Source: an optimization exercise on an open RTL-to-GDS flow (aim: small area). Production flows keep margins and buffers that such runs may drop. The RTL was checked by simulation tests, not by an equivalence proof against the original design. Power and IR drop assume default switching activity.

## run a
==> flow/design.v <==
package ww_pkg;
	localparam int WORD_W = 16;
	localparam int ADDR_W = 11;
	localparam int MEM_WORDS = 32;
	localparam int FF_WORDS = 5;	 
endpackage
`timescale 1ns/1ps
module ww_storage (
	input logic clk,
	input logic reset,
	input logic [4:0] sel,	 
	input logic we,	 
	input logic [1:0] wd,
	input logic last,	 
	output logic [1:0] rd	 
);
	logic [63:0] heads;
	logic [4:0] valid;
	logic rd_ok;
	for (genvar w = 0; w < 5; w++) begin : g_ff
		logic [15:0] q;
		logic v;
		always_ff @(posedge clk) begin
			q <= {(we && sel == 5'(w)) ? wd : q[1:0], q[15:2]};
		end
		always_ff @(posedge clk or negedge reset) begin
			if (!reset) begin
				v <= 1'b0;
			end else if (we && sel == 5'(w) && last) begin
				v <= 1'b1;
			end
		end
		assign heads[2*w +: 2] = q[1:0];
		assign valid[w] = v;
	end
	for (genvar w = 5; w < 32; w++) begin : g_tg
		logic [15:0] q;
		always_ff @(posedge clk) begin
			q <= {(we && reset && sel == 5'(w)) ? wd : q[1:0], q[15:2]};
		end
		assign heads[2*w +: 2] = q[1:0];
	end
	assign rd_ok = (sel >= 5'd5) || valid[sel[2:0]];
	assign rd = heads[2*sel +: 2] & {2{rd_ok}};
endmodule
`timescale 1ns/1ps
module ww_top (
	input logic clk,
	input logic reset,
	input logic psel,
	input logic penable,
	input logic pwrite,
	input logic [7:0] paddr,
	input logic [15:0] pwdata,
	output logic [15:0] prdata,
	output logic pready,
	output logic pslverr
);
	localparam logic [2:0] S_IDLE = 3'd0;
	localparam logic [2:0] S_ALIGN = 3'd1;	 
	localparam logic [2:0] S_FETCH = 3'd2;
	localparam logic [2:0] S_EXEC = 3'd3;
	localparam logic [2:0] S_CLEAN = 3'd4;	 
	localparam logic [2:0] S_PAD = 3'd5;	 
	logic [2:0] phi;	 
	logic [2:0] phi_n;
	logic [2:0] state;
	logic [2:0] pad_phi;	 
	logic running;
	logic alarm;
	logic [10:0] pc;
	logic [10:0] ctrl;	 
	logic [15:0] ir;	 
	logic [15:0] ac;	 
	logic acv;	 
	logic [1:0] ach;	 
	logic started;	 
	logic pinc;	 
	logic acsign;	 
	logic car;
	logic icar;
	logic ones;
	logic busy;	 
	logic fetch;
	logic exec;
	logic last;
	logic first;
	assign phi_n = phi + 3'd1;
	always_ff @(posedge clk) begin
		phi <= phi_n;
	end
	assign running = state != S_IDLE;
	assign fetch = state == S_FETCH;
	assign exec = state == S_EXEC;
	assign first = phi == 3'd0;
	assign last = phi == 3'd7;
	logic access;
	logic is_mem;
	logic is_ctrl;
	logic is_stat;
	logic is_ac;
	logic is_pc;
	logic is_ro;
	logic err;
	logic need_wait;
	logic stream;
	logic start;
	logic done;
	logic stop;
	assign access = psel && penable;
	assign is_mem = paddr[7] && (paddr[1:0] == 2'b00);
	assign is_ctrl = paddr == 8'h00;
	assign is_stat = paddr == 8'h04;
	assign is_ac = paddr == 8'h08;
	assign is_pc = paddr == 8'h0C;
	assign is_ro = is_stat || is_ac || is_pc;
	assign err = !(is_mem || is_ctrl || is_ro) ||
		(pwrite && is_ro) ||
		(pwrite && running && (is_ctrl || is_mem));
	assign need_wait = !running && !err && (is_mem || (is_ac && !pwrite) || (is_ctrl && pwrite));
	assign done = busy && (phi == pad_phi);
	assign pready = !need_wait || done;
	assign pslverr = access && err;
	assign stream = access && need_wait;
	assign start = stream && pwrite && is_ctrl && done;
	always_ff @(posedge clk) begin
		busy <= access;
	end
	always_comb begin
		if (paddr[7]) begin
			prdata = ir;
		end else begin
			case (paddr[3:2])
				2'd0: prdata = {5'b0, ctrl & {11{started}}};
				2'd1: prdata = {14'b0, alarm, running};
				2'd2: prdata = ir;
				default: prdata = {5'b0, pc & {11{started}}};
			endcase
		end
	end
	logic [10:0] maddr;
	logic in_range;
	logic [4:0] sel;
	logic [1:0] head;
	logic [1:0] rd;
	logic mem_we;
	logic [1:0] wd;
	logic m_we;
	logic [1:0] m_wd;
	assign maddr = fetch ? pc : ir[10:0];
	assign in_range = !running || (fetch ? (&pc[10:5]) : (&ir[10:5]));
	assign sel = running ? maddr[4:0] : paddr[6:2];
	assign rd = in_range ? head : 2'b00;
	assign m_we = exec && !ir[15] && in_range && (ir[4:0] < 5'd5);
	assign m_wd[0] = (ir[11] && phi >= 3'd6) ? rd[0] : ach[0];
	assign m_wd[1] = (ir[11] && phi >= 3'd5) ? rd[1] : ach[1];
	assign mem_we = m_we || (stream && pwrite && paddr[7]);
	assign wd = running ? m_wd : pwdata[2*phi +: 2];
	ww_storage u_storage (
		.clk(clk),
		.reset(reset),
		.sel(sel),
		.we(mem_we),
		.wd(wd),
		.last(last),
		.rd(head)
	);
	logic ir_cap;
	logic [1:0] ir_src;
	assign ir_cap = fetch || (stream && !(pwrite && paddr[7]));
	assign ir_src = (running || paddr[7]) ? rd : (pwrite ? wd : ach);
	for (genvar d = 0; d < 8; d++) begin : g_ir
		always_ff @(posedge clk) begin
			if (ir_cap && phi == 3'(d)) begin
				ir[2*d +: 2] <= ir_src;
			end
		end
	end
	logic [4:0] opf;
	logic f_exec;
	logic f_jump;
	logic f_go;
	assign opf = {rd, ir[13:11]};
	assign f_exec = (opf[4:2] == 3'b100) || (opf[4:1] == 4'b0100);
	assign f_jump = (opf[4:1] == 4'b0111) && (opf[0] || acsign);
	assign f_go = f_exec || (opf[4:1] == 4'b0111);
	logic norm;
	logic ic;
	logic [1:0] ac_t;
	logic ic_n;
	logic [1:0] b;
	logic [2:0] s;
	logic arith;
	logic is_add;
	logic res15;
	logic ovf;
	logic [1:0] ac_in;
	assign ach = ac[1:0] & {2{acv}};
	assign norm = fetch || (state == S_CLEAN);
	assign ic = first ? pinc : icar;
	assign ac_t[0] = ach[0] ^ ic;
	assign ac_t[1] = ach[1] ^ (ach[0] & ic);
	assign ic_n = ach[1] & ach[0] & ic;
	assign arith = ir[15];
	assign is_add = ir[12];
	assign b = rd ^ {2{ir[11]}};	 
	assign s = {1'b0, ach} + {1'b0, b} + {2'b0, !first && car};
	assign res15 = s[1] ^ (s[2] && ones && s[0]);
	assign ovf = (ach[1] == b[1]) && (res15 != ach[1]);
	always_comb begin
		if (exec && arith) begin
			ac_in = is_add ? s[1:0] : b;
		end else if (norm) begin
			ac_in = ac_t;
		end else begin
			ac_in = ac[1:0];
		end
	end
	always_ff @(posedge clk) begin
		car <= s[2];
		icar <= ic_n;
		ones <= (first || ones) && s[0] && s[1];
	end
	always_ff @(posedge clk) begin
		ac <= {ac_in, ac[15:2]};
	end
	always_ff @(posedge clk or negedge reset) begin
		if (!reset) begin
			acv <= 1'b0;
			pinc <= 1'b0;
			acsign <= 1'b0;
		end else begin
			if (last && exec && arith) begin
				acv <= 1'b1;
			end
			if (last && (norm || exec)) begin
				pinc <= exec && arith && is_add && s[2];
			end
			if (last && exec && arith) begin
				acsign <= is_add ? res15 : b[1];
			end
		end
	end
	assign stop = (state == S_PAD) && (phi == pad_phi);
	always_ff @(posedge clk) begin
		if (start || stop || (!running && !access)) begin
			pad_phi <= phi_n;
		end
		if (start) begin
			ctrl <= pwdata[10:0];
		end
		if (start || (fetch && last)) begin
			pc <= (start || f_jump) ? ir[10:0] : pc + 11'd1;
		end
	end
	always_ff @(posedge clk or negedge reset) begin
		if (!reset) begin
			state <= S_IDLE;
			alarm <= 1'b0;
			started <= 1'b0;
		end else begin
			case (state)
				S_IDLE: begin
					if (start) begin
						state <= S_ALIGN;
						alarm <= 1'b0;
						started <= 1'b1;
					end
				end
				S_ALIGN: begin
					if (last) begin
						state <= S_FETCH;
					end
				end
				S_FETCH: begin
					if (last) begin
						state <= f_exec ? S_EXEC : (f_go ? S_FETCH : S_PAD);
					end
				end
				S_EXEC: begin
					if (last) begin
						if (arith && is_add && ovf) begin
							alarm <= 1'b1;
							state <= S_CLEAN;
						end else begin
							state <= S_FETCH;
						end
					end
				end
				S_CLEAN: begin
					if (last) begin
						state <= S_PAD;
					end
				end
				default: begin
					if (stop) begin
						state <= S_IDLE;
					end
				end
			endcase
		end
	end
endmodule
clock: 9.0 ns
lec_check: 0
cap_margin: 20
core_margin: 2
core_utilization: 65
slew_margin: 20
standard.sh (not shown) runs the stock make flow with config.mk's settings and CLKGATE_MAP_FILE= SYNTH_SCRIPT=/design/flow/synth_recipe.tcl, a recipe that flattens the netlist after the stock synthesis.
==> flow/flow/run.sh <==
#!/bin/bash
# Layout flow: the standard ORFS flow (standard.sh) with these changes:
#  - ORFS's scripts are copied to ./scripts and its ABC mapping script
#    (abc_speed.script) is replaced by flow/abc.script, an area-oriented
#    mapping; everything else in synthesis (registers, flattening, renaming
#    via synth_recipe.tcl) is unchanged;
#  - port buffers use the smallest buffer cell instead of the default choice;
#  - clock tree synthesis clusters sinks into smaller groups driven by
#    clkbuf_8 cells and inserts no dummy loads.
# make's full output goes to flow_make.log here; ORFS's per-step logs are
# under orfs/logs/.
set -euo pipefail
rm -rf scripts
cp -r "$FLOW_HOME/scripts" scripts
cp flow/abc.script scripts/abc_speed.script
CTS="-sink_clustering_enable -repair_clock_nets -dont_use_dummy_load"
CTS="$CTS -buf_list sky130_fd_sc_hd__clkbuf_8"
CTS="$CTS -sink_clustering_size 20 -sink_clustering_max_diameter 50"
bash standard.sh \
	"SCRIPTS_DIR=$PWD/scripts" \
	"BUFFER_PORTS_ARGS=-buffer_cell sky130_fd_sc_hd__buf_1" \
	"CTS_ARGS=$CTS" \
	finish > flow_make.log 2>&1
==> flow/flow/abc.script <==
strash
&get -n
&fraig -x
&put
dc2
strash
dch -f
amap -F 4 -A 10 -E 0.01
Both conditions hold for run a: the flow ran to the end and the final layout passed the timing, design-rule and antenna checks.
Relative to run a, the following input files were edited for run b:
-- flow/design.v --
<<< run a, line 73
	logic [15:0] ir;	 
	logic [15:0] ac;	 
	logic acv;	 
	logic [1:0] ach;	 
	logic started;	 
	logic pinc;	 
	logic acsign;	 
	logic car;
	logic icar;
	logic ones;
	logic busy;	 
>>> run b, line 73
	logic [15:0] ir;	 
	logic [15:0] ac;	 
	logic [1:0] ach;	 
	logic started;	 
	logic car;
	logic ones;
	logic busy;	 
<<< run a, line 132
		end else begin
			case (paddr[3:2])
				2'd0: prdata = {5'b0, ctrl & {11{started}}};
				2'd1: prdata = {14'b0, alarm, running};
				2'd2: prdata = ir;
>>> run b, line 128
		end else begin
			case (paddr[3:2])
				2'd0: prdata = {5'b0, ctrl & {11{started || running}}};
				2'd1: prdata = {14'b0, alarm, running};
				2'd2: prdata = ir;
<<< run a, line 183
	assign opf = {rd, ir[13:11]};
	assign f_exec = (opf[4:2] == 3'b100) || (opf[4:1] == 4'b0100);
	assign f_jump = (opf[4:1] == 4'b0111) && (opf[0] || acsign);
	assign f_go = f_exec || (opf[4:1] == 4'b0111);
	logic norm;
>>> run b, line 179
	assign opf = {rd, ir[13:11]};
	assign f_exec = (opf[4:2] == 3'b100) || (opf[4:1] == 4'b0100);
	assign f_jump = (opf[4:1] == 4'b0111) && (opf[0] || ac_t[1]);
	assign f_go = f_exec || (opf[4:1] == 4'b0111);
	logic norm;
<<< run a, line 196
	logic ovf;
	logic [1:0] ac_in;
	assign ach = ac[1:0] & {2{acv}};
	assign norm = fetch || (state == S_CLEAN);
	assign ic = first ? pinc : icar;
	assign ac_t[0] = ach[0] ^ ic;
	assign ac_t[1] = ach[1] ^ (ach[0] & ic);
>>> run b, line 192
	logic ovf;
	logic [1:0] ac_in;
	assign ach = ac[1:0] & {2{started}};
	assign norm = fetch || (state == S_CLEAN);
	assign ic = car;
	assign ac_t[0] = ach[0] ^ ic;
	assign ac_t[1] = ach[1] ^ (ach[0] & ic);
<<< run a, line 205
	assign is_add = ir[12];
	assign b = rd ^ {2{ir[11]}};	 
	assign s = {1'b0, ach} + {1'b0, b} + {2'b0, !first && car};
	assign res15 = s[1] ^ (s[2] && ones && s[0]);
	assign ovf = (ach[1] == b[1]) && (res15 != ach[1]);
>>> run b, line 201
	assign is_add = ir[12];
	assign b = rd ^ {2{ir[11]}};	 
	assign s = {1'b0, ach} + {1'b0, b} + {2'b0, !first && car};	 
	assign res15 = s[1] ^ (s[2] && ones && s[0]);
	assign ovf = (ach[1] == b[1]) && (res15 != ach[1]);
<<< run a, line 218
	end
	always_ff @(posedge clk) begin
		car <= s[2];
		icar <= ic_n;
		ones <= (first || ones) && s[0] && s[1];
	end
	always_ff @(posedge clk) begin
		ac <= {ac_in, ac[15:2]};
	end
	always_ff @(posedge clk or negedge reset) begin
		if (!reset) begin
			acv <= 1'b0;
			pinc <= 1'b0;
			acsign <= 1'b0;
		end else begin
			if (last && exec && arith) begin
				acv <= 1'b1;
			end
			if (last && (norm || exec)) begin
				pinc <= exec && arith && is_add && s[2];
			end
			if (last && exec && arith) begin
				acsign <= is_add ? res15 : b[1];
			end
		end
	end
	assign stop = (state == S_PAD) && (phi == pad_phi);
>>> run b, line 214
	end
	always_ff @(posedge clk) begin
		if (norm) begin
			car <= ic_n;	 
		end else if (exec && arith && is_add) begin
			car <= s[2];
		end else begin
			car <= 1'b0;
		end
		ones <= (first || ones) && s[0] && s[1];
	end
	always_ff @(posedge clk) begin
		ac <= {ac_in, ac[15:2]};
	end
	assign stop = (state == S_PAD) && (phi == pad_phi);
<<< run a, line 265
						state <= S_ALIGN;
						alarm <= 1'b0;
						started <= 1'b1;
					end
				end
>>> run b, line 249
						state <= S_ALIGN;
						alarm <= 1'b0;
					end
				end
<<< run a, line 275
				S_FETCH: begin
					if (last) begin
						state <= f_exec ? S_EXEC : (f_go ? S_FETCH : S_PAD);
					end
>>> run b, line 258
				S_FETCH: begin
					if (last) begin
						started <= 1'b1;
						state <= f_exec ? S_EXEC : (f_go ? S_FETCH : S_PAD);
					end
==> comparison <==
Number of clock-tree buffers in the layout (run b vs. run a) decreases by a few percent
Run b against run a: final period demand of the worst path climbed 0.38 ns; final sequential cell count dropped about 0.7%; via count of the first global-routing pass dropped 1.2%; register share of the cell area climbed 0.59 points.
In run b, gate count after technology mapping is lower than in run a.
In run b relative to run a, switching power had gone down by a few percent.
Re worst slew slack as a fraction of its limit: run a and run b aren't equal, and the higher value belongs to run b.
The pre-CTS setup slack in run b sits 0.75 ns below the value recorded for run a.
Run b vs. run a: weighted congestion reported at the end of routability-driven placement went down, count of final max-slew check failures essentially unchanged.
Run b packs its core more loosely than run a.
Changes observed in run b relative to run a: fraction of the mapped netlist area in simple logic gates went down 0.38 points; total vias in the final route went down about 0.8%.

afterwards: timing with drivers on the ports:
Ports are ideal in the flow. The routed layouts listed here were re-timed in OpenROAD.
Step 1 assumes that a clkbuf_16 drives the clock port and a buf_2 every other input.
Step 2 moves the port delays by t, midway between the first and last clock arrival at a register: inputs arrive t later, outputs are due t later. That takes back most of the time a late clock gives input paths.
a / b / c = ideal / step 1 / step 2; a / b = the first two.
run | t (ns) | setup WS [ns] | hold WS [ns]
run a | 0.583 | 2.421 / 2.421 / 2.325 | 0.241 / 0.241 / 0.241
run b | 0.576 | 2.043 / 2.043 / 1.512 | 0.265 / 0.265 / 0.265
After both steps setup and hold are still met in every run listed. The setup slack of run b, which loses most, moves by 0.000 ns with the drivers and by -0.531 ns with both steps.
